Background: an optimization exercise with open tools, aiming at a short achievable clock period, few clock cycles and low power. Do not read the settings as production practice. The RTL was checked by simulation tests, not by an equivalence proof against the original design. Power is estimated from default activity; no workload was simulated.

## flow/design.v (module list and top-level ports; edited modules follow where they fit)
// module mac_lane_sum: 1967 lines
// module mac_vector_engine: 903 lines
module mac_vector_engine (
  input logic clk,
  input logic reset_n,
  input logic start,
  input logic clear,
  input logic [9:0] vec_len,
  input logic signed [47:0] bias,
  input logic in_valid,
  input logic [35:0] in_a,
  input logic [35:0] in_b,
  input logic out_ready,
  output logic busy,
  output logic in_ready,
  output logic out_valid,
  output logic signed [17:0] out_data,
  output logic signed [47:0] out_acc,
  output logic acc_overflow
);
  // ...
==> flow/run.sh <==
#!/bin/bash
# synth_recipe.tcl (not shown) runs the flow's synth.tcl, then flattens the netlist and writes it again
# the make line also repeats each setting of config.mk as NAME=value (left out here)
make -C /OpenROAD-flow-scripts/flow DESIGN_CONFIG=/design/flow/config.mk WORK_HOME=/design/flow/orfs CLKGATE_MAP_FILE= SYNTH_SCRIPT=/design/flow/synth_recipe.tcl finish
==> flow/config.mk <==
export PLATFORM = sky130hd
export DESIGN_NAME = mac_vector_engine
export DESIGN_NICKNAME = mac_vector_engine
export VERILOG_FILES = /design/flow/design.v
export SDC_FILE = /design/flow/constraint.sdc
export NUM_CORES = 4
export LEC_CHECK = 0
export ABC_CLOCK_PERIOD_IN_PS = 2900
export CAP_MARGIN = 20
export CORE_MARGIN = 2
export CORE_UTILIZATION = 60
export CTS_BUF_LIST = sky130_fd_sc_hd__clkbuf_16
export CTS_CLUSTER_DIAMETER = 120
export CTS_CLUSTER_SIZE = 25
export SETUP_SLACK_MARGIN = 4.3
export SLEW_MARGIN = 20
==> flow/constraint.sdc <==
create_clock -name core_clock -period 7.0 [get_ports {clk}]
set_input_delay 1.4000 -clock core_clock [delete_from_list [all_inputs] [get_ports {clk}]]
set_output_delay 1.4000 -clock core_clock [all_outputs]
set_load 0.01 [all_outputs]
==> results.yml, run 1 <==
outcome:
  status: "no timing/DRC/antenna violations"
place:
  dp_hpwl_mm: 62.5
synthesis:
  yosysTopAreaCellShare_pct: 20.5
  syn-instance-count: 3211
  ys_warn_count: 4
  syn-num-nets: 3746
  synthTopCellsByArea: "dfxtp_1 20%, fa_1 19%, edfxtp_1 9.9%, a22oi_1 7.2%, xor2_1 6.7%"
  syn_area_per_cell_um2: 10.1
  synth_edf_count: 107
  synth-xor-area-share_pct: 11.4
setup_path:
  cp_max_fo: 5
  worstPathBufferInverterCount: 2
  cp_top_family: "adder cells"
final_layout:
  seq_share_pct: 26.8
  clock_cell_area_share_pct: 1.59
  antennaDiodeCount: 0
  multi_input_area_share_pct: 52.8
  layout_commonest_cell: "dfxtp_1"
  final_cell_area_um2: 40700
  fin_cells: 4253
cts:
  cts.repair.resized: 464
  clockRootBuffer: "clkbuf_16"
  clk_pin_slew_ns: 0.11
pwr:
  switching_share_pct: 33.1
  maxPowerGroup: "registers"
  fin_total_pwr_mw: 6.81
  intPower_mw: 4.56
  clkPwrFrac_pct: 22.1
grt:
  antenna_found_initial: 1
  grtUsageMet1_pct: 43.6
  grt_pass1_vias: 25600
job:
  cap_violations: 0
routing:
  routedWlPerCell_um: 24.0
sta:
  relSlewSlack_pct: 30.5
Testbench counts, summed over its fixed seeds: cycles 12,338.
==> inputs of run 2 (changes only) <==
--- a/flow/design.v
+++ b/flow/design.v
@@ -1987,115 +1987,112 @@
   output logic busy,
   output logic in_ready,
   output logic out_valid,
   output logic signed [17:0] out_data,
   output logic signed [47:0] out_acc,
   output logic acc_overflow
 );
   localparam int NST = 2;    
-  localparam int NC = 3;      
-  logic busy_q, ir_q, pv_q, inf_q, ov_q, nf_q;
+  localparam int HOLD = 3;  
+  logic busy_q, ir_q, pv_q, inf_q, ov_q;
   logic [9:0] plen_q, rem_q;
-  logic [NC-1:0] own_q, hb_q;   
-  logic [NC-1:0] st_c, dl_c, hw_c, ho_c;
+  logic [$clog2(HOLD+1)-1:0] hc_q;
+  logic [47:0] bias_q;
   logic res_done;
-  wire cur = !nf_q;   
+  wire cur = rem_q != '0;
   wire pl0 = plen_q == 10'd0, pl1 = plen_q == 10'd1, pl2 = plen_q == 10'd2;
   wire r1 = rem_q == 10'd1, r2 = rem_q == 10'd2;
   wire pseudo = !cur && pv_q && pl0 && !inf_q;   
   wire [9:0] rem_m1 = (cur ? rem_q : plen_q) - 10'd1;
   wire blast_t = cur ? r1 : pl1;                 
+  wire hc_hi = hc_q > 1;
   wire take = in_valid && ir_q;
   wire pop = ov_q && out_ready;
   wire accept = start && !busy_q;               
   wire vl0 = vec_len == 10'd0, vl1 = vec_len == 10'd1;
   wire infn = inf_q && !pop;
   wire consume = (take && !cur) || pseudo;      
+  wire bfirst = consume;
   wire blast = pseudo || (take && blast_t);
-  wire nf_d = take ? blast_t : nf_q;
   wire nl_t = cur ? (r1 ? (pv_q ? pl1 : (accept && vl1)) : r2) : (!pl1 && pl2);
   wire inf_t = blast_t || infn;
   wire nl_n = cur ? r1 : (pv_q ? pl1 : (accept && vl1));
   wire inf_n = pseudo || infn;
-  assign dl_c = {NC{accept}} & (~own_q | (st_c & ~hb_q));
-  assign hw_c = {NC{accept}} & own_q & ~st_c;
-  assign ho_c = st_c & hb_q;
-  wire hb_next = |(hw_c | (hb_q & ~ho_c));
   always_ff @(posedge clk or negedge reset_n) begin
     if (!reset_n) begin
       busy_q <= 1'b0;
       ir_q <= 1'b0;
       pv_q <= 1'b0;
       inf_q <= 1'b0;
       ov_q <= 1'b0;
       rem_q <= '0;
-      nf_q <= 1'b1;
-      own_q <= '0;
-      hb_q <= '0;
+      hc_q <= '0;
     end else begin
-      busy_q <= !clear && (accept || (pv_q && !consume) || (infn && !nf_d) || hb_next);
+      busy_q <= !clear && (accept || pv_q || hc_hi);
       ir_q <= !clear && !(take ? (nl_t && inf_t) : (nl_n && inf_n));
       pv_q <= !clear && (accept || (pv_q && !consume));
       inf_q <= !clear && (blast || infn);
       ov_q <= !clear && (res_done || (ov_q && !pop));
       rem_q <= clear ? '0 : take ? rem_m1 : rem_q;
-      nf_q <= clear || nf_d;
-      own_q <= clear ? '0 : (dl_c | ho_c | (own_q & ~st_c));
-      hb_q <= clear ? '0 : (hw_c | (hb_q & ~ho_c));
+      hc_q <= clear ? '0 : consume ? HOLD[$clog2(HOLD+1)-1:0] : hc_q - {{($clog2(HOLD+1)-1){1'b0}}, hc_q != '0};
     end
   end
   always_ff @(posedge clk) begin
-    if (!busy_q) plen_q <= vec_len;
+    if (!busy_q) begin
+      plen_q <= vec_len;
+      bias_q <= bias;
+    end
   end
   logic [35:0] a_q;
   logic [17:0] one_q, two_q, neg_q;
   logic rb_q;
   always_ff @(posedge clk) begin
-    a_q <= take ? in_a : '0;
+    a_q <= in_valid ? in_a : '0;
     rb_q <= take;
     for (int l = 0; l < 2; l++)
       for (int i = 0; i < 9; i++) begin
-        one_q[l*9+i] <= take && (in_b[l*18+2*i] ^ (i == 0 ? 1'b0 : in_b[l*18+2*i-1]));
-        two_q[l*9+i] <= take && (i == 0 ? (in_b[l*18+1] & ~in_b[l*18])
+        one_q[l*9+i] <= in_valid && (in_b[l*18+2*i] ^ (i == 0 ? 1'b0 : in_b[l*18+2*i-1]));
+        two_q[l*9+i] <= in_valid && (i == 0 ? (in_b[l*18+1] & ~in_b[l*18])
                                : ((in_b[l*18+2*i+1] & ~in_b[l*18+2*i] & ~in_b[l*18+2*i-1]) |
                                   (~in_b[l*18+2*i+1] & in_b[l*18+2*i] & in_b[l*18+2*i-1])));
-        neg_q[l*9+i] <= take && in_b[l*18+2*i+1];
+        neg_q[l*9+i] <= in_valid && in_b[l*18+2*i+1];
       end
   end
-  logic [NST+2:0] vp_q, lp_q;
+  logic [NST:0] fp_q, lp_q;
   always_ff @(posedge clk or negedge reset_n) begin
-    if (!reset_n) begin
-      vp_q <= '0;
-      lp_q <= '0;
-    end else if (clear) begin
-      vp_q <= '0;
-      lp_q <= '0;
-    end else begin
-      vp_q <= {vp_q[NST+2-1:0], take || pseudo};
-      lp_q <= {lp_q[NST+2-1:0], blast};
-    end
+    if (!reset_n) lp_q <= '0;
+    else if (clear) lp_q <= '0;
+    else lp_q <= {lp_q[NST-1:0], blast};
+  end
+  always_ff @(posedge clk) fp_q <= {fp_q[NST-1:0], bfirst};
+  wire fa_q = fp_q[NST], la_q = lp_q[NST];
+  logic [2-1:0] fk_q, lk_q;
+  always_ff @(posedge clk or negedge reset_n) begin
+    if (!reset_n) lk_q <= '0;
+    else if (clear) lk_q <= '0;
+    else lk_q <= {lk_q, la_q};
   end
+  always_ff @(posedge clk) fk_q <= {fk_q, fa_q};
   wire [47:0] s_t, c_t;
   mac_lane_sum u_sum (.clk(clk), .v_i(rb_q), .a_i(a_q), .one_i(one_q), .two_i(two_q), .neg_i(neg_q), .s_o(s_t), .c_o(c_t));
   logic [47:0] res_q;
   logic ovf_q, rovf_q;
-  logic [11:0] acc0_q;
-  wire [11:0] x0 = acc0_q;
-  wire st0 = lp_q[NST+0], vb0 = vp_q[NST+0];
-  assign st_c[0] = st0;
-  wire [11:0] s0 = s_t[11:0];
-  wire [11:0] c0 = c_t[11:0];
-  wire [11:0] p0 = x0 ^ s0 ^ c0;
-  wire [11:0] g0 = (x0 & s0) | (x0 & c0) | (s0 & c0);
-  wire [11:0] k0_p0 = p0 ^ {g0[10:0], 1'b0};
-  wire [11:0] k0_g0 = p0 & {g0[10:0], 1'b0};
-  wire [11:0] k0_G0 = {k0_g0[11:1], k0_g0[0] | (k0_p0[0] & 1'b0)};
-  wire [11:0] k0_P0 = k0_p0;
-  wire [11:0] k0_G1, k0_P1;
+  logic [15:0] acc0_q;
+  wire [15:0] x0 = acc0_q;
+  wire [15:0] s0 = s_t[15:0];
+  wire [15:0] c0 = c_t[15:0];
+  wire ldn0 = fp_q[NST-1], st0 = la_q;
+  wire [15:0] p0 = x0 ^ s0 ^ c0;
+  wire [15:0] g0 = (x0 & s0) | (x0 & c0) | (s0 & c0);
+  wire [15:0] k0_p0 = p0 ^ {g0[14:0], 1'b0};
+  wire [15:0] k0_g0 = p0 & {g0[14:0], 1'b0};
+  wire [15:0] k0_G0 = {k0_g0[15:1], k0_g0[0] | (k0_p0[0] & 1'b0)};
+  wire [15:0] k0_P0 = k0_p0;
+  wire [15:0] k0_G1, k0_P1;
   assign k0_G1[0] = k0_G0[0];
   assign k0_P1[0] = k0_P0[0];
   assign k0_G1[1] = k0_G0[1] | (k0_P0[1] & k0_G0[0]);
   assign k0_P1[1] = k0_P0[1] & k0_P0[0];
   assign k0_G1[2] = k0_G0[2] | (k0_P0[2] & k0_G0[1]);
   assign k0_P1[2] = k0_P0[2] & k0_P0[1];
   assign k0_G1[3] = k0_G0[3] | (k0_P0[3] & k0_G0[2]);
   assign k0_P1[3] = k0_P0[3] & k0_P0[2];
@@ -2110,17 +2107,25 @@
   assign k0_G1[8] = k0_G0[8] | (k0_P0[8] & k0_G0[7]);
   assign k0_P1[8] = k0_P0[8] & k0_P0[7];
   assign k0_G1[9] = k0_G0[9] | (k0_P0[9] & k0_G0[8]);
   assign k0_P1[9] = k0_P0[9] & k0_P0[8];
   assign k0_G1[10] = k0_G0[10] | (k0_P0[10] & k0_G0[9]);
   assign k0_P1[10] = k0_P0[10] & k0_P0[9];
   assign k0_G1[11] = k0_G0[11] | (k0_P0[11] & k0_G0[10]);
   assign k0_P1[11] = k0_P0[11] & k0_P0[10];
-  wire [11:0] k0_G2, k0_P2;
+  assign k0_G1[12] = k0_G0[12] | (k0_P0[12] & k0_G0[11]);
+  assign k0_P1[12] = k0_P0[12] & k0_P0[11];
+  assign k0_G1[13] = k0_G0[13] | (k0_P0[13] & k0_G0[12]);
+  assign k0_P1[13] = k0_P0[13] & k0_P0[12];
+  assign k0_G1[14] = k0_G0[14] | (k0_P0[14] & k0_G0[13]);
+  assign k0_P1[14] = k0_P0[14] & k0_P0[13];
+  assign k0_G1[15] = k0_G0[15] | (k0_P0[15] & k0_G0[14]);
+  assign k0_P1[15] = k0_P0[15] & k0_P0[14];
+  wire [15:0] k0_G2, k0_P2;
   assign k0_G2[0] = k0_G1[0];
   assign k0_P2[0] = k0_P1[0];
   assign k0_G2[1] = k0_G1[1];
   assign k0_P2[1] = k0_P1[1];
   assign k0_G2[2] = k0_G1[2] | (k0_P1[2] & k0_G1[0]);
   assign k0_P2[2] = k0_P1[2] & k0_P1[0];
   assign k0_G2[3] = k0_G1[3] | (k0_P1[3] & k0_G1[1]);
   assign k0_P2[3] = k0_P1[3] & k0_P1[1];
@@ -2135,17 +2140,25 @@
   assign k0_G2[8] = k0_G1[8] | (k0_P1[8] & k0_G1[6]);
   assign k0_P2[8] = k0_P1[8] & k0_P1[6];
   assign k0_G2[9] = k0_G1[9] | (k0_P1[9] & k0_G1[7]);
   assign k0_P2[9] = k0_P1[9] & k0_P1[7];
   assign k0_G2[10] = k0_G1[10] | (k0_P1[10] & k0_G1[8]);
   assign k0_P2[10] = k0_P1[10] & k0_P1[8];
   assign k0_G2[11] = k0_G1[11] | (k0_P1[11] & k0_G1[9]);
   assign k0_P2[11] = k0_P1[11] & k0_P1[9];
-  wire [11:0] k0_G3, k0_P3;
+  assign k0_G2[12] = k0_G1[12] | (k0_P1[12] & k0_G1[10]);
+  assign k0_P2[12] = k0_P1[12] & k0_P1[10];
+  assign k0_G2[13] = k0_G1[13] | (k0_P1[13] & k0_G1[11]);
+  assign k0_P2[13] = k0_P1[13] & k0_P1[11];
+  assign k0_G2[14] = k0_G1[14] | (k0_P1[14] & k0_G1[12]);
+  assign k0_P2[14] = k0_P1[14] & k0_P1[12];
+  assign k0_G2[15] = k0_G1[15] | (k0_P1[15] & k0_G1[13]);
+  assign k0_P2[15] = k0_P1[15] & k0_P1[13];
+  wire [15:0] k0_G3, k0_P3;
   assign k0_G3[0] = k0_G2[0];
   assign k0_P3[0] = k0_P2[0];
   assign k0_G3[1] = k0_G2[1];
   assign k0_P3[1] = k0_P2[1];
   assign k0_G3[2] = k0_G2[2];
   assign k0_P3[2] = k0_P2[2];
   assign k0_G3[3] = k0_G2[3];
   assign k0_P3[3] = k0_P2[3];
@@ -2160,17 +2173,25 @@
   assign k0_G3[8] = k0_G2[8] | (k0_P2[8] & k0_G2[4]);
   assign k0_P3[8] = k0_P2[8] & k0_P2[4];
   assign k0_G3[9] = k0_G2[9] | (k0_P2[9] & k0_G2[5]);
   assign k0_P3[9] = k0_P2[9] & k0_P2[5];
   assign k0_G3[10] = k0_G2[10] | (k0_P2[10] & k0_G2[6]);
   assign k0_P3[10] = k0_P2[10] & k0_P2[6];
   assign k0_G3[11] = k0_G2[11] | (k0_P2[11] & k0_G2[7]);
   assign k0_P3[11] = k0_P2[11] & k0_P2[7];
-  wire [11:0] k0_G4, k0_P4;
+  assign k0_G3[12] = k0_G2[12] | (k0_P2[12] & k0_G2[8]);
+  assign k0_P3[12] = k0_P2[12] & k0_P2[8];
+  assign k0_G3[13] = k0_G2[13] | (k0_P2[13] & k0_G2[9]);
+  assign k0_P3[13] = k0_P2[13] & k0_P2[9];
+  assign k0_G3[14] = k0_G2[14] | (k0_P2[14] & k0_G2[10]);
+  assign k0_P3[14] = k0_P2[14] & k0_P2[10];
+  assign k0_G3[15] = k0_G2[15] | (k0_P2[15] & k0_G2[11]);
+  assign k0_P3[15] = k0_P2[15] & k0_P2[11];
+  wire [15:0] k0_G4, k0_P4;
   assign k0_G4[0] = k0_G3[0];
   assign k0_P4[0] = k0_P3[0];
   assign k0_G4[1] = k0_G3[1];
   assign k0_P4[1] = k0_P3[1];
   assign k0_G4[2] = k0_G3[2];
   assign k0_P4[2] = k0_P3[2];
   assign k0_G4[3] = k0_G3[3];
   assign k0_P4[3] = k0_P3[3];
@@ -2185,37 +2206,42 @@
   assign k0_G4[8] = k0_G3[8] | (k0_P3[8] & k0_G3[0]);
   assign k0_P4[8] = k0_P3[8] & k0_P3[0];
   assign k0_G4[9] = k0_G3[9] | (k0_P3[9] & k0_G3[1]);
   assign k0_P4[9] = k0_P3[9] & k0_P3[1];
   assign k0_G4[10] = k0_G3[10] | (k0_P3[10] & k0_G3[2]);
   assign k0_P4[10] = k0_P3[10] & k0_P3[2];
   assign k0_G4[11] = k0_G3[11] | (k0_P3[11] & k0_G3[3]);
   assign k0_P4[11] = k0_P3[11] & k0_P3[3];
-  wire [12:0] k0_y = {k0_G4[11], k0_p0 ^ {k0_G4[10:0], 1'b0}};
-  wire cg1 = g0[11];   
-  wire [12:0] y0 = k0_y;
+  assign k0_G4[12] = k0_G3[12] | (k0_P3[12] & k0_G3[4]);
+  assign k0_P4[12] = k0_P3[12] & k0_P3[4];
+  assign k0_G4[13] = k0_G3[13] | (k0_P3[13] & k0_G3[5]);
+  assign k0_P4[13] = k0_P3[13] & k0_P3[5];
+  assign k0_G4[14] = k0_G3[14] | (k0_P3[14] & k0_G3[6]);
+  assign k0_P4[14] = k0_P3[14] & k0_P3[6];
+  assign k0_G4[15] = k0_G3[15] | (k0_P3[15] & k0_G3[7]);
+  assign k0_P4[15] = k0_P3[15] & k0_P3[7];
+  wire [16:0] k0_y = {k0_G4[15], k0_p0 ^ {k0_G4[14:0], 1'b0}};
+  wire cg1 = g0[15];   
+  wire [16:0] y0 = k0_y;
   logic ca1_q;
-  always_ff @(posedge clk) ca1_q <= y0[12];
+  always_ff @(posedge clk) ca1_q <= y0[16];
   always_ff @(posedge clk) begin
-    if (dl_c[0] || ho_c[0] || vb0)
-      acc0_q <= dl_c[0] ? bias[11:0] : ho_c[0] ? res_q[11:0] : y0[11:0];
-    if (st0 || hw_c[0]) res_q[11:0] <= st0 ? y0[11:0] : bias[11:0];
-  end
-  logic [17:0] acc1_q;
-  wire [17:0] x1 = acc1_q;
-  wire st1 = lp_q[NST+1], vb1 = vp_q[NST+1];
-  assign st_c[1] = st1;
-  wire [17:0] ps1 = s_t[29:12];
-  wire [17:0] pc1 = c_t[29:12];
-  wire [17:0] q1_p0 = ps1[17:0] ^ pc1[17:0];
-  wire [17:0] q1_g0 = ps1[17:0] & pc1[17:0];
-  wire [17:0] q1_G0 = {q1_g0[17:1], q1_g0[0] | (q1_p0[0] & cg1)};
-  wire [17:0] q1_P0 = q1_p0;
-  wire [17:0] q1_G1, q1_P1;
+    acc0_q <= ldn0 ? bias_q[15:0] : y0[15:0];
+    if (st0) res_q[15:0] <= y0[15:0];
+  end
+  logic [15:0] acc1_q;
+  wire [15:0] x1 = acc1_q;
+  wire [15:0] ps1 = s_t[31:16];
+  wire [15:0] pc1 = c_t[31:16];
+  wire [15:0] q1_p0 = ps1 ^ pc1;
+  wire [15:0] q1_g0 = ps1 & pc1;
+  wire [15:0] q1_G0 = {q1_g0[15:1], q1_g0[0] | (q1_p0[0] & cg1)};
+  wire [15:0] q1_P0 = q1_p0;
+  wire [15:0] q1_G1, q1_P1;
   assign q1_G1[0] = q1_G0[0];
   assign q1_P1[0] = q1_P0[0];
   assign q1_G1[1] = q1_G0[1] | (q1_P0[1] & q1_G0[0]);
   assign q1_P1[1] = q1_P0[1] & q1_P0[0];
   assign q1_G1[2] = q1_G0[2] | (q1_P0[2] & q1_G0[1]);
   assign q1_P1[2] = q1_P0[2] & q1_P0[1];
   assign q1_G1[3] = q1_G0[3] | (q1_P0[3] & q1_G0[2]);
   assign q1_P1[3] = q1_P0[3] & q1_P0[2];
@@ -2238,21 +2264,17 @@
   assign q1_G1[12] = q1_G0[12] | (q1_P0[12] & q1_G0[11]);
   assign q1_P1[12] = q1_P0[12] & q1_P0[11];
   assign q1_G1[13] = q1_G0[13] | (q1_P0[13] & q1_G0[12]);
   assign q1_P1[13] = q1_P0[13] & q1_P0[12];
   assign q1_G1[14] = q1_G0[14] | (q1_P0[14] & q1_G0[13]);
   assign q1_P1[14] = q1_P0[14] & q1_P0[13];
   assign q1_G1[15] = q1_G0[15] | (q1_P0[15] & q1_G0[14]);
   assign q1_P1[15] = q1_P0[15] & q1_P0[14];
-  assign q1_G1[16] = q1_G0[16] | (q1_P0[16] & q1_G0[15]);
-  assign q1_P1[16] = q1_P0[16] & q1_P0[15];
-  assign q1_G1[17] = q1_G0[17] | (q1_P0[17] & q1_G0[16]);
-  assign q1_P1[17] = q1_P0[17] & q1_P0[16];
-  wire [17:0] q1_G2, q1_P2;
+  wire [15:0] q1_G2, q1_P2;
   assign q1_G2[0] = q1_G1[0];
   assign q1_P2[0] = q1_P1[0];
   assign q1_G2[1] = q1_G1[1];
   assign q1_P2[1] = q1_P1[1];
   assign q1_G2[2] = q1_G1[2] | (q1_P1[2] & q1_G1[0]);
   assign q1_P2[2] = q1_P1[2] & q1_P1[0];
   assign q1_G2[3] = q1_G1[3] | (q1_P1[3] & q1_G1[1]);
   assign q1_P2[3] = q1_P1[3] & q1_P1[1];
@@ -2275,21 +2297,17 @@
   assign q1_G2[12] = q1_G1[12] | (q1_P1[12] & q1_G1[10]);
   assign q1_P2[12] = q1_P1[12] & q1_P1[10];
   assign q1_G2[13] = q1_G1[13] | (q1_P1[13] & q1_G1[11]);
   assign q1_P2[13] = q1_P1[13] & q1_P1[11];
   assign q1_G2[14] = q1_G1[14] | (q1_P1[14] & q1_G1[12]);
   assign q1_P2[14] = q1_P1[14] & q1_P1[12];
   assign q1_G2[15] = q1_G1[15] | (q1_P1[15] & q1_G1[13]);
   assign q1_P2[15] = q1_P1[15] & q1_P1[13];
-  assign q1_G2[16] = q1_G1[16] | (q1_P1[16] & q1_G1[14]);
-  assign q1_P2[16] = q1_P1[16] & q1_P1[14];
-  assign q1_G2[17] = q1_G1[17] | (q1_P1[17] & q1_G1[15]);
-  assign q1_P2[17] = q1_P1[17] & q1_P1[15];
-  wire [17:0] q1_G3, q1_P3;
+  wire [15:0] q1_G3, q1_P3;
   assign q1_G3[0] = q1_G2[0];
   assign q1_P3[0] = q1_P2[0];
   assign q1_G3[1] = q1_G2[1];
   assign q1_P3[1] = q1_P2[1];
   assign q1_G3[2] = q1_G2[2];
   assign q1_P3[2] = q1_P2[2];
   assign q1_G3[3] = q1_G2[3];
   assign q1_P3[3] = q1_P2[3];
@@ -2312,21 +2330,17 @@
   assign q1_G3[12] = q1_G2[12] | (q1_P2[12] & q1_G2[8]);
   assign q1_P3[12] = q1_P2[12] & q1_P2[8];
   assign q1_G3[13] = q1_G2[13] | (q1_P2[13] & q1_G2[9]);
   assign q1_P3[13] = q1_P2[13] & q1_P2[9];
   assign q1_G3[14] = q1_G2[14] | (q1_P2[14] & q1_G2[10]);
   assign q1_P3[14] = q1_P2[14] & q1_P2[10];
   assign q1_G3[15] = q1_G2[15] | (q1_P2[15] & q1_G2[11]);
   assign q1_P3[15] = q1_P2[15] & q1_P2[11];
-  assign q1_G3[16] = q1_G2[16] | (q1_P2[16] & q1_G2[12]);
-  assign q1_P3[16] = q1_P2[16] & q1_P2[12];
-  assign q1_G3[17] = q1_G2[17] | (q1_P2[17] & q1_G2[13]);
-  assign q1_P3[17] = q1_P2[17] & q1_P2[13];
-  wire [17:0] q1_G4, q1_P4;
+  wire [15:0] q1_G4, q1_P4;
   assign q1_G4[0] = q1_G3[0];
   assign q1_P4[0] = q1_P3[0];
   assign q1_G4[1] = q1_G3[1];
   assign q1_P4[1] = q1_P3[1];
   assign q1_G4[2] = q1_G3[2];
   assign q1_P4[2] = q1_P3[2];
   assign q1_G4[3] = q1_G3[3];
   assign q1_P4[3] = q1_P3[3];
@@ -2349,69 +2363,29 @@
   assign q1_G4[12] = q1_G3[12] | (q1_P3[12] & q1_G3[4]);
   assign q1_P4[12] = q1_P3[12] & q1_P3[4];
   assign q1_G4[13] = q1_G3[13] | (q1_P3[13] & q1_G3[5]);
   assign q1_P4[13] = q1_P3[13] & q1_P3[5];
   assign q1_G4[14] = q1_G3[14] | (q1_P3[14] & q1_G3[6]);
   assign q1_P4[14] = q1_P3[14] & q1_P3[6];
   assign q1_G4[15] = q1_G3[15] | (q1_P3[15] & q1_G3[7]);
   assign q1_P4[15] = q1_P3[15] & q1_P3[7];
-  assign q1_G4[16] = q1_G3[16] | (q1_P3[16] & q1_G3[8]);
-  assign q1_P4[16] = q1_P3[16] & q1_P3[8];
-  assign q1_G4[17] = q1_G3[17] | (q1_P3[17] & q1_G3[9]);
-  assign q1_P4[17] = q1_P3[17] & q1_P3[9];
-  wire [17:0] q1_G5, q1_P5;
-  assign q1_G5[0] = q1_G4[0];
-  assign q1_P5[0] = q1_P4[0];
-  assign q1_G5[1] = q1_G4[1];
-  assign q1_P5[1] = q1_P4[1];
-  assign q1_G5[2] = q1_G4[2];
-  assign q1_P5[2] = q1_P4[2];
-  assign q1_G5[3] = q1_G4[3];
-  assign q1_P5[3] = q1_P4[3];
-  assign q1_G5[4] = q1_G4[4];
-  assign q1_P5[4] = q1_P4[4];
-  assign q1_G5[5] = q1_G4[5];
-  assign q1_P5[5] = q1_P4[5];
-  assign q1_G5[6] = q1_G4[6];
-  assign q1_P5[6] = q1_P4[6];
-  assign q1_G5[7] = q1_G4[7];
-  assign q1_P5[7] = q1_P4[7];
-  assign q1_G5[8] = q1_G4[8];
-  assign q1_P5[8] = q1_P4[8];
-  assign q1_G5[9] = q1_G4[9];
-  assign q1_P5[9] = q1_P4[9];
-  assign q1_G5[10] = q1_G4[10];
-  assign q1_P5[10] = q1_P4[10];
-  assign q1_G5[11] = q1_G4[11];
-  assign q1_P5[11] = q1_P4[11];
-  assign q1_G5[12] = q1_G4[12];
-  assign q1_P5[12] = q1_P4[12];
-  assign q1_G5[13] = q1_G4[13];
-  assign q1_P5[13] = q1_P4[13];
-  assign q1_G5[14] = q1_G4[14];
-  assign q1_P5[14] = q1_P4[14];
-  assign q1_G5[15] = q1_G4[15];
-  assign q1_P5[15] = q1_P4[15];
-  assign q1_G5[16] = q1_G4[16] | (q1_P4[16] & q1_G4[0]);
-  assign q1_P5[16] = q1_P4[16] & q1_P4[0];
-  assign q1_G5[17] = q1_G4[17] | (q1_P4[17] & q1_G4[1]);
-  assign q1_P5[17] = q1_P4[17] & q1_P4[1];
-  wire [18:0] q1_y = {q1_G5[17], q1_p0 ^ {q1_G5[16:0], cg1}};
-  logic [17:0] pa1_q;
+  wire [16:0] q1_y = {q1_G4[15], q1_p0 ^ {q1_G4[14:0], cg1}};
+  logic [15:0] pa1_q;
   logic pco2_q;
   always_ff @(posedge clk) begin
-    pa1_q <= vp_q[NST+0] ? q1_y[17:0] : '0;
-    pco2_q <= q1_y[18];
+    pa1_q <= q1_y[15:0];
+    pco2_q <= q1_y[16];
   end
-  wire [17:0] k1_p0 = x1 ^ pa1_q;
-  wire [17:0] k1_g0 = x1 & pa1_q;
-  wire [17:0] k1_G0 = {k1_g0[17:1], k1_g0[0] | (k1_p0[0] & ca1_q)};
-  wire [17:0] k1_P0 = k1_p0;
-  wire [17:0] k1_G1, k1_P1;
+  wire ldn1 = fa_q, st1 = lk_q[0];
+  wire [15:0] k1_p0 = x1 ^ pa1_q;
+  wire [15:0] k1_g0 = x1 & pa1_q;
+  wire [15:0] k1_G0 = {k1_g0[15:1], k1_g0[0] | (k1_p0[0] & ca1_q)};
+  wire [15:0] k1_P0 = k1_p0;
+  wire [15:0] k1_G1, k1_P1;
   assign k1_G1[0] = k1_G0[0];
   assign k1_P1[0] = k1_P0[0];
   assign k1_G1[1] = k1_G0[1] | (k1_P0[1] & k1_G0[0]);
   assign k1_P1[1] = k1_P0[1] & k1_P0[0];
   assign k1_G1[2] = k1_G0[2] | (k1_P0[2] & k1_G0[1]);
   assign k1_P1[2] = k1_P0[2] & k1_P0[1];
   assign k1_G1[3] = k1_G0[3] | (k1_P0[3] & k1_G0[2]);
   assign k1_P1[3] = k1_P0[3] & k1_P0[2];
@@ -2434,21 +2408,17 @@
   assign k1_G1[12] = k1_G0[12] | (k1_P0[12] & k1_G0[11]);
   assign k1_P1[12] = k1_P0[12] & k1_P0[11];
   assign k1_G1[13] = k1_G0[13] | (k1_P0[13] & k1_G0[12]);
   assign k1_P1[13] = k1_P0[13] & k1_P0[12];
   assign k1_G1[14] = k1_G0[14] | (k1_P0[14] & k1_G0[13]);
   assign k1_P1[14] = k1_P0[14] & k1_P0[13];
   assign k1_G1[15] = k1_G0[15] | (k1_P0[15] & k1_G0[14]);
   assign k1_P1[15] = k1_P0[15] & k1_P0[14];
-  assign k1_G1[16] = k1_G0[16] | (k1_P0[16] & k1_G0[15]);
-  assign k1_P1[16] = k1_P0[16] & k1_P0[15];
-  assign k1_G1[17] = k1_G0[17] | (k1_P0[17] & k1_G0[16]);
-  assign k1_P1[17] = k1_P0[17] & k1_P0[16];
-  wire [17:0] k1_G2, k1_P2;
+  wire [15:0] k1_G2, k1_P2;
   assign k1_G2[0] = k1_G1[0];
   assign k1_P2[0] = k1_P1[0];
   assign k1_G2[1] = k1_G1[1];
   assign k1_P2[1] = k1_P1[1];
   assign k1_G2[2] = k1_G1[2] | (k1_P1[2] & k1_G1[0]);
   assign k1_P2[2] = k1_P1[2] & k1_P1[0];
   assign k1_G2[3] = k1_G1[3] | (k1_P1[3] & k1_G1[1]);
   assign k1_P2[3] = k1_P1[3] & k1_P1[1];
@@ -2471,21 +2441,17 @@
   assign k1_G2[12] = k1_G1[12] | (k1_P1[12] & k1_G1[10]);
   assign k1_P2[12] = k1_P1[12] & k1_P1[10];
   assign k1_G2[13] = k1_G1[13] | (k1_P1[13] & k1_G1[11]);
   assign k1_P2[13] = k1_P1[13] & k1_P1[11];
   assign k1_G2[14] = k1_G1[14] | (k1_P1[14] & k1_G1[12]);
   assign k1_P2[14] = k1_P1[14] & k1_P1[12];
   assign k1_G2[15] = k1_G1[15] | (k1_P1[15] & k1_G1[13]);
   assign k1_P2[15] = k1_P1[15] & k1_P1[13];
-  assign k1_G2[16] = k1_G1[16] | (k1_P1[16] & k1_G1[14]);
-  assign k1_P2[16] = k1_P1[16] & k1_P1[14];
-  assign k1_G2[17] = k1_G1[17] | (k1_P1[17] & k1_G1[15]);
-  assign k1_P2[17] = k1_P1[17] & k1_P1[15];
-  wire [17:0] k1_G3, k1_P3;
+  wire [15:0] k1_G3, k1_P3;
   assign k1_G3[0] = k1_G2[0];
   assign k1_P3[0] = k1_P2[0];
   assign k1_G3[1] = k1_G2[1];
   assign k1_P3[1] = k1_P2[1];
   assign k1_G3[2] = k1_G2[2];
   assign k1_P3[2] = k1_P2[2];
   assign k1_G3[3] = k1_G2[3];
   assign k1_P3[3] = k1_P2[3];
@@ -2508,21 +2474,17 @@
   assign k1_G3[12] = k1_G2[12] | (k1_P2[12] & k1_G2[8]);
   assign k1_P3[12] = k1_P2[12] & k1_P2[8];
   assign k1_G3[13] = k1_G2[13] | (k1_P2[13] & k1_G2[9]);
   assign k1_P3[13] = k1_P2[13] & k1_P2[9];
   assign k1_G3[14] = k1_G2[14] | (k1_P2[14] & k1_G2[10]);
   assign k1_P3[14] = k1_P2[14] & k1_P2[10];
   assign k1_G3[15] = k1_G2[15] | (k1_P2[15] & k1_G2[11]);
   assign k1_P3[15] = k1_P2[15] & k1_P2[11];
-  assign k1_G3[16] = k1_G2[16] | (k1_P2[16] & k1_G2[12]);
-  assign k1_P3[16] = k1_P2[16] & k1_P2[12];
-  assign k1_G3[17] = k1_G2[17] | (k1_P2[17] & k1_G2[13]);
-  assign k1_P3[17] = k1_P2[17] & k1_P2[13];
-  wire [17:0] k1_G4, k1_P4;
+  wire [15:0] k1_G4, k1_P4;
   assign k1_G4[0] = k1_G3[0];
   assign k1_P4[0] = k1_P3[0];
   assign k1_G4[1] = k1_G3[1];
   assign k1_P4[1] = k1_P3[1];
   assign k1_G4[2] = k1_G3[2];
   assign k1_P4[2] = k1_P3[2];
   assign k1_G4[3] = k1_G3[3];
   assign k1_P4[3] = k1_P3[3];
@@ -2545,137 +2507,181 @@
   assign k1_G4[12] = k1_G3[12] | (k1_P3[12] & k1_G3[4]);
   assign k1_P4[12] = k1_P3[12] & k1_P3[4];
   assign k1_G4[13] = k1_G3[13] | (k1_P3[13] & k1_G3[5]);
   assign k1_P4[13] = k1_P3[13] & k1_P3[5];
   assign k1_G4[14] = k1_G3[14] | (k1_P3[14] & k1_G3[6]);
   assign k1_P4[14] = k1_P3[14] & k1_P3[6];
   assign k1_G4[15] = k1_G3[15] | (k1_P3[15] & k1_G3[7]);
   assign k1_P4[15] = k1_P3[15] & k1_P3[7];
-  assign k1_G4[16] = k1_G3[16] | (k1_P3[16] & k1_G3[8]);
-  assign k1_P4[16] = k1_P3[16] & k1_P3[8];
-  assign k1_G4[17] = k1_G3[17] | (k1_P3[17] & k1_G3[9]);
-  assign k1_P4[17] = k1_P3[17] & k1_P3[9];
-  wire [17:0] k1_G5, k1_P5;
-  assign k1_G5[0] = k1_G4[0];
-  assign k1_P5[0] = k1_P4[0];
-  assign k1_G5[1] = k1_G4[1];
-  assign k1_P5[1] = k1_P4[1];
-  assign k1_G5[2] = k1_G4[2];
-  assign k1_P5[2] = k1_P4[2];
-  assign k1_G5[3] = k1_G4[3];
-  assign k1_P5[3] = k1_P4[3];
-  assign k1_G5[4] = k1_G4[4];
-  assign k1_P5[4] = k1_P4[4];
-  assign k1_G5[5] = k1_G4[5];
-  assign k1_P5[5] = k1_P4[5];
-  assign k1_G5[6] = k1_G4[6];
-  assign k1_P5[6] = k1_P4[6];
-  assign k1_G5[7] = k1_G4[7];
-  assign k1_P5[7] = k1_P4[7];
-  assign k1_G5[8] = k1_G4[8];
-  assign k1_P5[8] = k1_P4[8];
-  assign k1_G5[9] = k1_G4[9];
-  assign k1_P5[9] = k1_P4[9];
-  assign k1_G5[10] = k1_G4[10];
-  assign k1_P5[10] = k1_P4[10];
-  assign k1_G5[11] = k1_G4[11];
-  assign k1_P5[11] = k1_P4[11];
-  assign k1_G5[12] = k1_G4[12];
-  assign k1_P5[12] = k1_P4[12];
-  assign k1_G5[13] = k1_G4[13];
-  assign k1_P5[13] = k1_P4[13];
-  assign k1_G5[14] = k1_G4[14];
-  assign k1_P5[14] = k1_P4[14];
-  assign k1_G5[15] = k1_G4[15];
-  assign k1_P5[15] = k1_P4[15];
-  assign k1_G5[16] = k1_G4[16] | (k1_P4[16] & k1_G4[0]);
-  assign k1_P5[16] = k1_P4[16] & k1_P4[0];
-  assign k1_G5[17] = k1_G4[17] | (k1_P4[17] & k1_G4[1]);
-  assign k1_P5[17] = k1_P4[17] & k1_P4[1];
-  wire [18:0] k1_y = {k1_G5[17], k1_p0 ^ {k1_G5[16:0], ca1_q}};
-  wire [18:0] y1 = k1_y;
+  wire [16:0] k1_y = {k1_G4[15], k1_p0 ^ {k1_G4[14:0], ca1_q}};
+  wire [16:0] y1 = k1_y;
   logic ca2_q;
-  always_ff @(posedge clk) ca2_q <= y1[18];
+  always_ff @(posedge clk) ca2_q <= y1[16];
   always_ff @(posedge clk) begin
-    if (dl_c[1] || ho_c[1] || vb1)
-      acc1_q <= dl_c[1] ? bias[29:12] : ho_c[1] ? res_q[29:12] : y1[17:0];
-    if (st1 || hw_c[1]) res_q[29:12] <= st1 ? y1[17:0] : bias[29:12];
-  end
-  logic [17:0] acc2_q;
-  wire [17:0] x2 = acc2_q;
-  wire st2 = lp_q[NST+2], vb2 = vp_q[NST+2];
-  assign st_c[2] = st2;
-  logic [17:0] sd2_q [1];
-  logic [17:0] cd2_q [1];
+    acc1_q <= ldn1 ? bias_q[31:16] : y1[15:0];
+    if (st1) res_q[31:16] <= y1[15:0];
+  end
+  logic [15:0] acc2_q;
+  wire [15:0] x2 = acc2_q;
+  logic [15:0] sd2_q [1];
+  logic [15:0] cd2_q [1];
   always_ff @(posedge clk) begin
-    sd2_q[0] <= s_t[47:30];
-    cd2_q[0] <= c_t[47:30];
+    sd2_q[0] <= s_t[47:32];
+    cd2_q[0] <= c_t[47:32];
   end
-  wire [17:0] ps2 = sd2_q[0];
-  wire [17:0] pc2 = cd2_q[0];
-  wire [6:0] q2_p0 = ps2[6:0] ^ pc2[6:0];
-  wire [6:0] q2_g0 = ps2[6:0] & pc2[6:0];
-  wire [6:0] q2_G0 = {q2_g0[6:1], q2_g0[0] | (q2_p0[0] & pco2_q)};
-  wire [6:0] q2_P0 = q2_p0;
-  wire [6:0] q2_G1, q2_P1;
+  wire [15:0] ps2 = sd2_q[0];
+  wire [15:0] pc2 = cd2_q[0];
+  wire [15:0] q2_p0 = ps2 ^ pc2;
+  wire [15:0] q2_g0 = ps2 & pc2;
+  wire [15:0] q2_G0 = {q2_g0[15:1], q2_g0[0] | (q2_p0[0] & pco2_q)};
+  wire [15:0] q2_P0 = q2_p0;
+  wire [15:0] q2_G1, q2_P1;
   assign q2_G1[0] = q2_G0[0];
   assign q2_P1[0] = q2_P0[0];
   assign q2_G1[1] = q2_G0[1] | (q2_P0[1] & q2_G0[0]);
   assign q2_P1[1] = q2_P0[1] & q2_P0[0];
   assign q2_G1[2] = q2_G0[2] | (q2_P0[2] & q2_G0[1]);
   assign q2_P1[2] = q2_P0[2] & q2_P0[1];
   assign q2_G1[3] = q2_G0[3] | (q2_P0[3] & q2_G0[2]);
   assign q2_P1[3] = q2_P0[3] & q2_P0[2];
   assign q2_G1[4] = q2_G0[4] | (q2_P0[4] & q2_G0[3]);
   assign q2_P1[4] = q2_P0[4] & q2_P0[3];
   assign q2_G1[5] = q2_G0[5] | (q2_P0[5] & q2_G0[4]);
   assign q2_P1[5] = q2_P0[5] & q2_P0[4];
   assign q2_G1[6] = q2_G0[6] | (q2_P0[6] & q2_G0[5]);
   assign q2_P1[6] = q2_P0[6] & q2_P0[5];
-  wire [6:0] q2_G2, q2_P2;
+  assign q2_G1[7] = q2_G0[7] | (q2_P0[7] & q2_G0[6]);
+  assign q2_P1[7] = q2_P0[7] & q2_P0[6];
+  assign q2_G1[8] = q2_G0[8] | (q2_P0[8] & q2_G0[7]);
+  assign q2_P1[8] = q2_P0[8] & q2_P0[7];
+  assign q2_G1[9] = q2_G0[9] | (q2_P0[9] & q2_G0[8]);
+  assign q2_P1[9] = q2_P0[9] & q2_P0[8];
+  assign q2_G1[10] = q2_G0[10] | (q2_P0[10] & q2_G0[9]);
+  assign q2_P1[10] = q2_P0[10] & q2_P0[9];
+  assign q2_G1[11] = q2_G0[11] | (q2_P0[11] & q2_G0[10]);
+  assign q2_P1[11] = q2_P0[11] & q2_P0[10];
+  assign q2_G1[12] = q2_G0[12] | (q2_P0[12] & q2_G0[11]);
+  assign q2_P1[12] = q2_P0[12] & q2_P0[11];
+  assign q2_G1[13] = q2_G0[13] | (q2_P0[13] & q2_G0[12]);
+  assign q2_P1[13] = q2_P0[13] & q2_P0[12];
+  assign q2_G1[14] = q2_G0[14] | (q2_P0[14] & q2_G0[13]);
+  assign q2_P1[14] = q2_P0[14] & q2_P0[13];
+  assign q2_G1[15] = q2_G0[15] | (q2_P0[15] & q2_G0[14]);
+  assign q2_P1[15] = q2_P0[15] & q2_P0[14];
+  wire [15:0] q2_G2, q2_P2;
   assign q2_G2[0] = q2_G1[0];
   assign q2_P2[0] = q2_P1[0];
   assign q2_G2[1] = q2_G1[1];
   assign q2_P2[1] = q2_P1[1];
   assign q2_G2[2] = q2_G1[2] | (q2_P1[2] & q2_G1[0]);
   assign q2_P2[2] = q2_P1[2] & q2_P1[0];
   assign q2_G2[3] = q2_G1[3] | (q2_P1[3] & q2_G1[1]);
   assign q2_P2[3] = q2_P1[3] & q2_P1[1];
   assign q2_G2[4] = q2_G1[4] | (q2_P1[4] & q2_G1[2]);
   assign q2_P2[4] = q2_P1[4] & q2_P1[2];
   assign q2_G2[5] = q2_G1[5] | (q2_P1[5] & q2_G1[3]);
   assign q2_P2[5] = q2_P1[5] & q2_P1[3];
   assign q2_G2[6] = q2_G1[6] | (q2_P1[6] & q2_G1[4]);
   assign q2_P2[6] = q2_P1[6] & q2_P1[4];
-  wire [6:0] q2_G3, q2_P3;
+  assign q2_G2[7] = q2_G1[7] | (q2_P1[7] & q2_G1[5]);
+  assign q2_P2[7] = q2_P1[7] & q2_P1[5];
+  assign q2_G2[8] = q2_G1[8] | (q2_P1[8] & q2_G1[6]);
+  assign q2_P2[8] = q2_P1[8] & q2_P1[6];
+  assign q2_G2[9] = q2_G1[9] | (q2_P1[9] & q2_G1[7]);
+  assign q2_P2[9] = q2_P1[9] & q2_P1[7];
+  assign q2_G2[10] = q2_G1[10] | (q2_P1[10] & q2_G1[8]);
+  assign q2_P2[10] = q2_P1[10] & q2_P1[8];
+  assign q2_G2[11] = q2_G1[11] | (q2_P1[11] & q2_G1[9]);
+  assign q2_P2[11] = q2_P1[11] & q2_P1[9];
+  assign q2_G2[12] = q2_G1[12] | (q2_P1[12] & q2_G1[10]);
+  assign q2_P2[12] = q2_P1[12] & q2_P1[10];
+  assign q2_G2[13] = q2_G1[13] | (q2_P1[13] & q2_G1[11]);
+  assign q2_P2[13] = q2_P1[13] & q2_P1[11];
+  assign q2_G2[14] = q2_G1[14] | (q2_P1[14] & q2_G1[12]);
+  assign q2_P2[14] = q2_P1[14] & q2_P1[12];
+  assign q2_G2[15] = q2_G1[15] | (q2_P1[15] & q2_G1[13]);
+  assign q2_P2[15] = q2_P1[15] & q2_P1[13];
+  wire [15:0] q2_G3, q2_P3;
   assign q2_G3[0] = q2_G2[0];
   assign q2_P3[0] = q2_P2[0];
   assign q2_G3[1] = q2_G2[1];
   assign q2_P3[1] = q2_P2[1];
   assign q2_G3[2] = q2_G2[2];
   assign q2_P3[2] = q2_P2[2];
   assign q2_G3[3] = q2_G2[3];
   assign q2_P3[3] = q2_P2[3];
   assign q2_G3[4] = q2_G2[4] | (q2_P2[4] & q2_G2[0]);
   assign q2_P3[4] = q2_P2[4] & q2_P2[0];
   assign q2_G3[5] = q2_G2[5] | (q2_P2[5] & q2_G2[1]);
   assign q2_P3[5] = q2_P2[5] & q2_P2[1];
   assign q2_G3[6] = q2_G2[6] | (q2_P2[6] & q2_G2[2]);
   assign q2_P3[6] = q2_P2[6] & q2_P2[2];
-  wire [7:0] q2_y = {q2_G3[6], q2_p0 ^ {q2_G3[5:0], pco2_q}};
-  logic [6:0] pa2_q;
+  assign q2_G3[7] = q2_G2[7] | (q2_P2[7] & q2_G2[3]);
+  assign q2_P3[7] = q2_P2[7] & q2_P2[3];
+  assign q2_G3[8] = q2_G2[8] | (q2_P2[8] & q2_G2[4]);
+  assign q2_P3[8] = q2_P2[8] & q2_P2[4];
+  assign q2_G3[9] = q2_G2[9] | (q2_P2[9] & q2_G2[5]);
+  assign q2_P3[9] = q2_P2[9] & q2_P2[5];
+  assign q2_G3[10] = q2_G2[10] | (q2_P2[10] & q2_G2[6]);
+  assign q2_P3[10] = q2_P2[10] & q2_P2[6];
+  assign q2_G3[11] = q2_G2[11] | (q2_P2[11] & q2_G2[7]);
+  assign q2_P3[11] = q2_P2[11] & q2_P2[7];
+  assign q2_G3[12] = q2_G2[12] | (q2_P2[12] & q2_G2[8]);
+  assign q2_P3[12] = q2_P2[12] & q2_P2[8];
+  assign q2_G3[13] = q2_G2[13] | (q2_P2[13] & q2_G2[9]);
+  assign q2_P3[13] = q2_P2[13] & q2_P2[9];
+  assign q2_G3[14] = q2_G2[14] | (q2_P2[14] & q2_G2[10]);
+  assign q2_P3[14] = q2_P2[14] & q2_P2[10];
+  assign q2_G3[15] = q2_G2[15] | (q2_P2[15] & q2_G2[11]);
+  assign q2_P3[15] = q2_P2[15] & q2_P2[11];
+  wire [15:0] q2_G4, q2_P4;
+  assign q2_G4[0] = q2_G3[0];
+  assign q2_P4[0] = q2_P3[0];
+  assign q2_G4[1] = q2_G3[1];
+  assign q2_P4[1] = q2_P3[1];
+  assign q2_G4[2] = q2_G3[2];
+  assign q2_P4[2] = q2_P3[2];
+  assign q2_G4[3] = q2_G3[3];
+  assign q2_P4[3] = q2_P3[3];
+  assign q2_G4[4] = q2_G3[4];
+  assign q2_P4[4] = q2_P3[4];
+  assign q2_G4[5] = q2_G3[5];
+  assign q2_P4[5] = q2_P3[5];
+  assign q2_G4[6] = q2_G3[6];
+  assign q2_P4[6] = q2_P3[6];
+  assign q2_G4[7] = q2_G3[7];
+  assign q2_P4[7] = q2_P3[7];
+  assign q2_G4[8] = q2_G3[8] | (q2_P3[8] & q2_G3[0]);
+  assign q2_P4[8] = q2_P3[8] & q2_P3[0];
+  assign q2_G4[9] = q2_G3[9] | (q2_P3[9] & q2_G3[1]);
+  assign q2_P4[9] = q2_P3[9] & q2_P3[1];
+  assign q2_G4[10] = q2_G3[10] | (q2_P3[10] & q2_G3[2]);
+  assign q2_P4[10] = q2_P3[10] & q2_P3[2];
+  assign q2_G4[11] = q2_G3[11] | (q2_P3[11] & q2_G3[3]);
+  assign q2_P4[11] = q2_P3[11] & q2_P3[3];
+  assign q2_G4[12] = q2_G3[12] | (q2_P3[12] & q2_G3[4]);
+  assign q2_P4[12] = q2_P3[12] & q2_P3[4];
+  assign q2_G4[13] = q2_G3[13] | (q2_P3[13] & q2_G3[5]);
+  assign q2_P4[13] = q2_P3[13] & q2_P3[5];
+  assign q2_G4[14] = q2_G3[14] | (q2_P3[14] & q2_G3[6]);
+  assign q2_P4[14] = q2_P3[14] & q2_P3[6];
+  assign q2_G4[15] = q2_G3[15] | (q2_P3[15] & q2_G3[7]);
+  assign q2_P4[15] = q2_P3[15] & q2_P3[7];
+  wire [16:0] q2_y = {q2_G4[15], q2_p0 ^ {q2_G4[14:0], pco2_q}};
+  logic [15:0] pa2_q;
   always_ff @(posedge clk) begin
-    pa2_q <= vp_q[NST+1] ? q2_y[6:0] : '0;
+    pa2_q <= q2_y[15:0];
   end
-  wire [17:0] k2_p0 = x2 ^ {{11{pa2_q[6]}}, pa2_q};
-  wire [17:0] k2_g0 = x2 & {{11{pa2_q[6]}}, pa2_q};
-  wire [17:0] k2_G0 = {k2_g0[17:1], k2_g0[0] | (k2_p0[0] & ca2_q)};
-  wire [17:0] k2_P0 = k2_p0;
-  wire [17:0] k2_G1, k2_P1;
+  wire ldn2 = fk_q[0], st2 = lk_q[1];
+  wire [15:0] k2_p0 = x2 ^ pa2_q;
+  wire [15:0] k2_g0 = x2 & pa2_q;
+  wire [15:0] k2_G0 = {k2_g0[15:1], k2_g0[0] | (k2_p0[0] & ca2_q)};
+  wire [15:0] k2_P0 = k2_p0;
+  wire [15:0] k2_G1, k2_P1;
   assign k2_G1[0] = k2_G0[0];
   assign k2_P1[0] = k2_P0[0];
   assign k2_G1[1] = k2_G0[1] | (k2_P0[1] & k2_G0[0]);
   assign k2_P1[1] = k2_P0[1] & k2_P0[0];
   assign k2_G1[2] = k2_G0[2] | (k2_P0[2] & k2_G0[1]);
   assign k2_P1[2] = k2_P0[2] & k2_P0[1];
   assign k2_G1[3] = k2_G0[3] | (k2_P0[3] & k2_G0[2]);
   assign k2_P1[3] = k2_P0[3] & k2_P0[2];
@@ -2698,21 +2704,17 @@
   assign k2_G1[12] = k2_G0[12] | (k2_P0[12] & k2_G0[11]);
   assign k2_P1[12] = k2_P0[12] & k2_P0[11];
   assign k2_G1[13] = k2_G0[13] | (k2_P0[13] & k2_G0[12]);
   assign k2_P1[13] = k2_P0[13] & k2_P0[12];
   assign k2_G1[14] = k2_G0[14] | (k2_P0[14] & k2_G0[13]);
   assign k2_P1[14] = k2_P0[14] & k2_P0[13];
   assign k2_G1[15] = k2_G0[15] | (k2_P0[15] & k2_G0[14]);
   assign k2_P1[15] = k2_P0[15] & k2_P0[14];
-  assign k2_G1[16] = k2_G0[16] | (k2_P0[16] & k2_G0[15]);
-  assign k2_P1[16] = k2_P0[16] & k2_P0[15];
-  assign k2_G1[17] = k2_G0[17] | (k2_P0[17] & k2_G0[16]);
-  assign k2_P1[17] = k2_P0[17] & k2_P0[16];
-  wire [17:0] k2_G2, k2_P2;
+  wire [15:0] k2_G2, k2_P2;
   assign k2_G2[0] = k2_G1[0];
   assign k2_P2[0] = k2_P1[0];
   assign k2_G2[1] = k2_G1[1];
   assign k2_P2[1] = k2_P1[1];
   assign k2_G2[2] = k2_G1[2] | (k2_P1[2] & k2_G1[0]);
   assign k2_P2[2] = k2_P1[2] & k2_P1[0];
   assign k2_G2[3] = k2_G1[3] | (k2_P1[3] & k2_G1[1]);
   assign k2_P2[3] = k2_P1[3] & k2_P1[1];
@@ -2735,21 +2737,17 @@
   assign k2_G2[12] = k2_G1[12] | (k2_P1[12] & k2_G1[10]);
   assign k2_P2[12] = k2_P1[12] & k2_P1[10];
   assign k2_G2[13] = k2_G1[13] | (k2_P1[13] & k2_G1[11]);
   assign k2_P2[13] = k2_P1[13] & k2_P1[11];
   assign k2_G2[14] = k2_G1[14] | (k2_P1[14] & k2_G1[12]);
   assign k2_P2[14] = k2_P1[14] & k2_P1[12];
   assign k2_G2[15] = k2_G1[15] | (k2_P1[15] & k2_G1[13]);
   assign k2_P2[15] = k2_P1[15] & k2_P1[13];
-  assign k2_G2[16] = k2_G1[16] | (k2_P1[16] & k2_G1[14]);
-  assign k2_P2[16] = k2_P1[16] & k2_P1[14];
-  assign k2_G2[17] = k2_G1[17] | (k2_P1[17] & k2_G1[15]);
-  assign k2_P2[17] = k2_P1[17] & k2_P1[15];
-  wire [17:0] k2_G3, k2_P3;
+  wire [15:0] k2_G3, k2_P3;
   assign k2_G3[0] = k2_G2[0];
   assign k2_P3[0] = k2_P2[0];
   assign k2_G3[1] = k2_G2[1];
   assign k2_P3[1] = k2_P2[1];
   assign k2_G3[2] = k2_G2[2];
   assign k2_P3[2] = k2_P2[2];
   assign k2_G3[3] = k2_G2[3];
   assign k2_P3[3] = k2_P2[3];
@@ -2772,21 +2770,17 @@
   assign k2_G3[12] = k2_G2[12] | (k2_P2[12] & k2_G2[8]);
   assign k2_P3[12] = k2_P2[12] & k2_P2[8];
   assign k2_G3[13] = k2_G2[13] | (k2_P2[13] & k2_G2[9]);
   assign k2_P3[13] = k2_P2[13] & k2_P2[9];
   assign k2_G3[14] = k2_G2[14] | (k2_P2[14] & k2_G2[10]);
   assign k2_P3[14] = k2_P2[14] & k2_P2[10];
   assign k2_G3[15] = k2_G2[15] | (k2_P2[15] & k2_G2[11]);
   assign k2_P3[15] = k2_P2[15] & k2_P2[11];
-  assign k2_G3[16] = k2_G2[16] | (k2_P2[16] & k2_G2[12]);
-  assign k2_P3[16] = k2_P2[16] & k2_P2[12];
-  assign k2_G3[17] = k2_G2[17] | (k2_P2[17] & k2_G2[13]);
-  assign k2_P3[17] = k2_P2[17] & k2_P2[13];
-  wire [17:0] k2_G4, k2_P4;
+  wire [15:0] k2_G4, k2_P4;
   assign k2_G4[0] = k2_G3[0];
   assign k2_P4[0] = k2_P3[0];
   assign k2_G4[1] = k2_G3[1];
   assign k2_P4[1] = k2_P3[1];
   assign k2_G4[2] = k2_G3[2];
   assign k2_P4[2] = k2_P3[2];
   assign k2_G4[3] = k2_G3[3];
   assign k2_P4[3] = k2_P3[3];
@@ -2809,69 +2803,27 @@
   assign k2_G4[12] = k2_G3[12] | (k2_P3[12] & k2_G3[4]);
   assign k2_P4[12] = k2_P3[12] & k2_P3[4];
   assign k2_G4[13] = k2_G3[13] | (k2_P3[13] & k2_G3[5]);
   assign k2_P4[13] = k2_P3[13] & k2_P3[5];
   assign k2_G4[14] = k2_G3[14] | (k2_P3[14] & k2_G3[6]);
   assign k2_P4[14] = k2_P3[14] & k2_P3[6];
   assign k2_G4[15] = k2_G3[15] | (k2_P3[15] & k2_G3[7]);
   assign k2_P4[15] = k2_P3[15] & k2_P3[7];
-  assign k2_G4[16] = k2_G3[16] | (k2_P3[16] & k2_G3[8]);
-  assign k2_P4[16] = k2_P3[16] & k2_P3[8];
-  assign k2_G4[17] = k2_G3[17] | (k2_P3[17] & k2_G3[9]);
-  assign k2_P4[17] = k2_P3[17] & k2_P3[9];
-  wire [17:0] k2_G5, k2_P5;
-  assign k2_G5[0] = k2_G4[0];
-  assign k2_P5[0] = k2_P4[0];
-  assign k2_G5[1] = k2_G4[1];
-  assign k2_P5[1] = k2_P4[1];
-  assign k2_G5[2] = k2_G4[2];
-  assign k2_P5[2] = k2_P4[2];
-  assign k2_G5[3] = k2_G4[3];
-  assign k2_P5[3] = k2_P4[3];
-  assign k2_G5[4] = k2_G4[4];
-  assign k2_P5[4] = k2_P4[4];
-  assign k2_G5[5] = k2_G4[5];
-  assign k2_P5[5] = k2_P4[5];
-  assign k2_G5[6] = k2_G4[6];
-  assign k2_P5[6] = k2_P4[6];
-  assign k2_G5[7] = k2_G4[7];
-  assign k2_P5[7] = k2_P4[7];
-  assign k2_G5[8] = k2_G4[8];
-  assign k2_P5[8] = k2_P4[8];
-  assign k2_G5[9] = k2_G4[9];
-  assign k2_P5[9] = k2_P4[9];
-  assign k2_G5[10] = k2_G4[10];
-  assign k2_P5[10] = k2_P4[10];
-  assign k2_G5[11] = k2_G4[11];
-  assign k2_P5[11] = k2_P4[11];
-  assign k2_G5[12] = k2_G4[12];
-  assign k2_P5[12] = k2_P4[12];
-  assign k2_G5[13] = k2_G4[13];
-  assign k2_P5[13] = k2_P4[13];
-  assign k2_G5[14] = k2_G4[14];
-  assign k2_P5[14] = k2_P4[14];
-  assign k2_G5[15] = k2_G4[15];
-  assign k2_P5[15] = k2_P4[15];
-  assign k2_G5[16] = k2_G4[16] | (k2_P4[16] & k2_G4[0]);
-  assign k2_P5[16] = k2_P4[16] & k2_P4[0];
-  assign k2_G5[17] = k2_G4[17] | (k2_P4[17] & k2_G4[1]);
-  assign k2_P5[17] = k2_P4[17] & k2_P4[1];
-  wire [18:0] k2_y = {k2_G5[17], k2_p0 ^ {k2_G5[16:0], ca2_q}};
-  wire [18:0] y2 = k2_y;
+  wire [16:0] k2_y = {k2_G4[15], k2_p0 ^ {k2_G4[14:0], ca2_q}};
+  wire [16:0] y2 = k2_y;
   always_ff @(posedge clk) begin
-    if (dl_c[2] || ho_c[2] || vb2)
-      acc2_q <= dl_c[2] ? bias[47:30] : ho_c[2] ? res_q[47:30] : y2[17:0];
-    if (st2 || hw_c[2]) res_q[47:30] <= st2 ? y2[17:0] : bias[47:30];
+    acc2_q <= ldn2 ? bias_q[47:32] : y2[15:0];
+    if (st2) res_q[47:32] <= y2[15:0];
   end
-  wire ovf_step = (x2[17] ^ y2[17]) & (x2[17] ^ x2[16]);
+  wire ovf_step = (x2[15] ^ y2[15]) & (x2[15] ^ x2[14]);
+  wire ovf_new = ovf_q | ovf_step;
   always_ff @(posedge clk) begin
-    if (dl_c[2] || ho_c[2]) ovf_q <= 1'b0;
-    else if (vb2) ovf_q <= ovf_q | ovf_step;
-    if (st2) rovf_q <= ovf_q | ovf_step;
+    ovf_q <= !ldn2 && ovf_new;
+    if (st2) rovf_q <= ovf_new;
   end
   assign res_done = st2;
   assign busy = busy_q;
   assign in_ready = ir_q;
   assign out_valid = ov_q;
   assign out_acc = res_q;
   assign out_data = res_q[25:8];
   assign acc_overflow = rovf_q;
==> flow/config.mk (replaced) <==
export PLATFORM = sky130hd
export DESIGN_NAME = mac_vector_engine
export DESIGN_NICKNAME = mac_vector_engine
export VERILOG_FILES = /design/flow/design.v
export SDC_FILE = /design/flow/constraint.sdc
export NUM_CORES = 4
export LEC_CHECK = 0
export ABC_CLOCK_PERIOD_IN_PS = 2900
export CAP_MARGIN = 20
export CORE_MARGIN = 2
export CORE_UTILIZATION = 60
export CTS_BUF_LIST = sky130_fd_sc_hd__clkbuf_16
export CTS_CLUSTER_DIAMETER = 70
export CTS_CLUSTER_SIZE = 40
export SETUP_SLACK_MARGIN = 4.25
export SLEW_MARGIN = 20
==> results.yml, run 2 <==
synthesis:
  syn-cell-area_um2: 31700
  synth_top_family_by_area: "adder cells"
  synth_common_cells: "384 x dfxtp_1, 310 x a22oi_1, 304 x fa_1, 264 x inv_1, 246 x xor2_1"
  syn_area_per_cell_um2: 10.6
  yosysTopAreaCellShare_pct: 24.3
  synth-xor-area-share_pct: 11.3
  ys_ff_latch: 513
  ys_warn_count: 4
  synthMuxAreaShare_pct: 1.50
  ys_seq_area_share_pct: 36.1
  synth_edf_count: 107
  synth-compound-area-share_pct: 11.9
  synth_fa_ha_area_share_pct: 23.2
  synthTopCellsByArea: "dfxtp_1 24%, fa_1 19%, edfxtp_1 10%, a22oi_1 7.3%, xor2_1 6.8%"
  ys.flop_type: "dfxtp_1"
  syn-instance-count: 2981
  synth_top_area_cell: "dfxtp_1"
  synth_most_common_cell: "dfxtp_1"
  syn-num-nets: 3521
  yosysUniqueCellTypes: 67
  async_flop_share_pct: 4.29
  yosys.area_share.simple_pct: 9.77
routing:
  drt_wl_total_mm: 83.3
  viasPerCell: 5.83
  dr_wl_met3_mm: 7.86
  dr_total_vias: 22200
  first_pass_iters: 7
  wl_met2_mm: 37.3
  route.detailed.drc: 0
  highest_layer: "met5"
  first_iter_violations: 2265
  wl_met1_mm: 34.3
  routedWlPerCell_um: 21.9
  ant_nets: 0
cts:
  cts_tree: "done"
  clk_latency_ns: 0.60
  clockBufferDepth: 3
  clk_pin_slew_ns: 0.10
  postCtsHoldBufs: 0
  clockRootBuffer: "clkbuf_16"
  clock_sinks: 513
  ctsHtreeMaxLevel: 2
  cts_buffers: 35
job:
  cap_violations: 0
pwr:
  clkPwrFrac_pct: 21.5
  pwr-share-seq_pct: 37.8
  power_density_nw_per_um2: 294
  switching_share_pct: 37.3
  vdd_drop_max_mv: 0.212
  p_switching_mw: 4.04
  p_leak_nw: 14.3
  combinationalPowerShare_pct: 40.8
  intPower_mw: 6.78
die:
  initial_utilization_pct: 60.5
  io_pins: 206
  die_h_um: 234
  die_area_um2: 54700
  fp.dieW_um: 234
  row_count: 84
  design.core.area_um2: 52300
setup_path:
  r2r-start: "one_q[5]"
  worstReg2RegEnd: "u_sum.t1_q[56]"
  cp_max_fo: 4
  cp-end-kind: "flip-flop"
  crit_path_start: "one_q[5]"
  worstPathRequired_ns: 7.49
  critPathLaunchType: "flip-flop"
  crit_type: "reg -> reg"
  r2r_setup_slack_ns: 4.18
  critPathArrivalTime_ns: 3.31
  r2r_cells: 8
hold_path:
  whs_endpoint: "sd2_q[0][0]"
  whs_path_depth: 0
  hold_path_class: "reg -> reg"
  hp-start: "u_sum.t2_q[59]"
final_layout:
  drive_above_1_share_pct: 13.5
  final_cell_mix: "306 x dfxtp_1, 285 x fa_1, 267 x a22oi_1"
  layout_commonest_cell: "dfxtp_1"
  final_nets: 3629
  largest_reg_flops: 133
  regMostFlops: "u_sum.t1_q"
  area_growth_pct: 15.9
  top_regs: "u_sum.t1_q x133, u_sum.t2_q x65"
place:
  port_buffers: 205
  dp_hpwl_mm: 55.9
  pre_cts_ws_ns: 3.72
  gp_congestion: 0.908
grt:
  antenna_found_initial: 2
  overflow: 0
  grt_pass1_vias: 22200
  grt_max_degree: 88
  grt_pass1_wl_mm: 124
  grtUsageTotal_pct: 29.0
sta:
  min_period_ns: 2.82
  period_share_pct: 40.3
  slew_violations: 0
  tns_ns: 0
  setup_viol: 0
  postLayoutSetupSlackWorst_ns: 4.18
  rsz0062_at_grt: "true"
  tightest_slew_ns: 0.972
  finalClockSkew_ns: 0.0353
  relSlewSlack_pct: 35.1
  timing.fmax_ghz: 0.355
  hold_viol: 0
outcome:
  status: "no timing/DRC/antenna violations"
[run 2: cell types whose count changed after synthesis, sizes merged, moves of 21 or more]
cell,previous run,this run
and3,67,3
a31oi,24,2
nand2,149,99
and2,104,162
dfxtp,331,384
nor2,136,74
clkbuf,198,177
a21oi,109,55
inv,236,264
[run 2: logic make-up (layout without fill, tap and decap cells)]
kind of cell	after synthesis	after routing
simple gates	565	565
fa+ha+maj	404	404
flops	513	513
mux	43	43
compound gates	540	540
other cells	0	1
buf+inv	509	644
xor+xnor	407	407
[run 2: stage by stage]
step / total power, mW / area [µm²] / instances / hold slack [ns] / utilization [%]
2_1_floorplan: 6.99 / 31800 / 2981 / 0.310 / -
3_3_place_gp: 8.07 / 33800 / 3650 / 0.310 / 64.5
3_5_place_dp: 8.21 / 33800 / 3650 / 0.312 / 64.5
4_1_cts: 10.6 / 35400 / 3729 / 0.336 / 67.7
5_1_grt: 11.6 / 36700 / 3805 / 0.349 / 70.2
6_report: 10.8 / 36700 / 3805 / 0.335 / 70.2
[run 2: area by class of cell]
| class | count | area (µm²) |
|---|---|---|
| Multi-Input combinational cell | 1959 | 18800 |
| Fill cell | 3840 | 15600 |
| Sequential cell | 513 | 11700 |
| Timing Repair Buffer | 315 | 3030 |
| Inverter | 265 | 998 |
| Clock buffer | 36 | 901 |
| Tap cell | 688 | 861 |
| Clock inverter | 28 | 409 |
| Antenna cell | 1 | 2.50 |
[run 2: worst max path at each step]
stage                endpoint  slack [ns]  cells past startpoint
4_1_cts        u_sum.t1_q[56]        4.19                      7
3_3_place_gp   u_sum.t1_q[86]        3.80                      7
6_report       u_sum.t1_q[56]        4.18                      8
2_1_floorplan  u_sum.t1_q[56]        4.22                      8
3_5_place_dp         rem_q[4]        3.72                      6
5_1_grt            acc0_q[13]        4.09                     13
[run 2: power by group through the flow]
stage | Combinational (mW) | Clock (mW) | Sequential, mW
floorplan | 3.12 | 0 | 3.87
global placement | 3.91 | 0 | 4.15
detailed placement | 4.05 | 0 | 4.15
CTS | 4.14 | 2.37 | 4.09
global route | 4.98 | 2.47 | 4.14
finish | 4.41 | 2.32 | 4.09
[run 2: timing repair]
item | in CTS | in global routing
pin swaps | 10 | 53
gates cloned | 0 | 0
endpoints found under the setup margin | 189 | 107
resized for setup | 237 | 194
buffers inserted | 15 | 75
[run 2: layer usage]
metal	track usage, %	vias to the layer above
met2	45.8	1174
met1	39.9	10700
met5	0	-
met4	9.59	2
met3	6.38	319
li1	-	10000
[run 2: worst max-delay path, stage by stage (launching register included)]
cell and delay [ns]:
dfxtp_4 0.38, buf_12 0.15, a22oi_2 0.18, xor2_1 0.22
fa_1 0.49, fa_1 0.61, inv_1 0.08, fa_1 0.44
and2_1 0.16
Testbench counts of run 2, summed over its fixed seeds: cycles 12,350.

[port drivers added, routing unchanged]
No port has a modelled driver above. Below, the same layouts with a new extraction and two added sets of constraints. Step 1, drivers: a clkbuf_16 drives clk and a buf_2 each remaining input, both assumed. Step 2 also shifts input and output timing later by t, the mid clock arrival at the registers, as if the neighbouring blocks saw the same clock. Three values: no drivers, after step 1, after step 2; two values: the first two.
| run | shift t [ns] | setup slack, ns | worst setup path after step 2 | worst slew at a driven data input, ns |
|---|---|---|---|---|
| run 1 | 0.639 | 3.955 / 3.955 / 3.780 | input to register | 0.05 |
| run 2 | 0.647 | 4.182 / 4.182 / 3.938 | input to register | 0.08 |
After both steps every run listed still meets setup and hold. For run 2, which loses most, drivers alone change the setup slack by 0.000 ns; drivers and shift together by -0.244 ns.
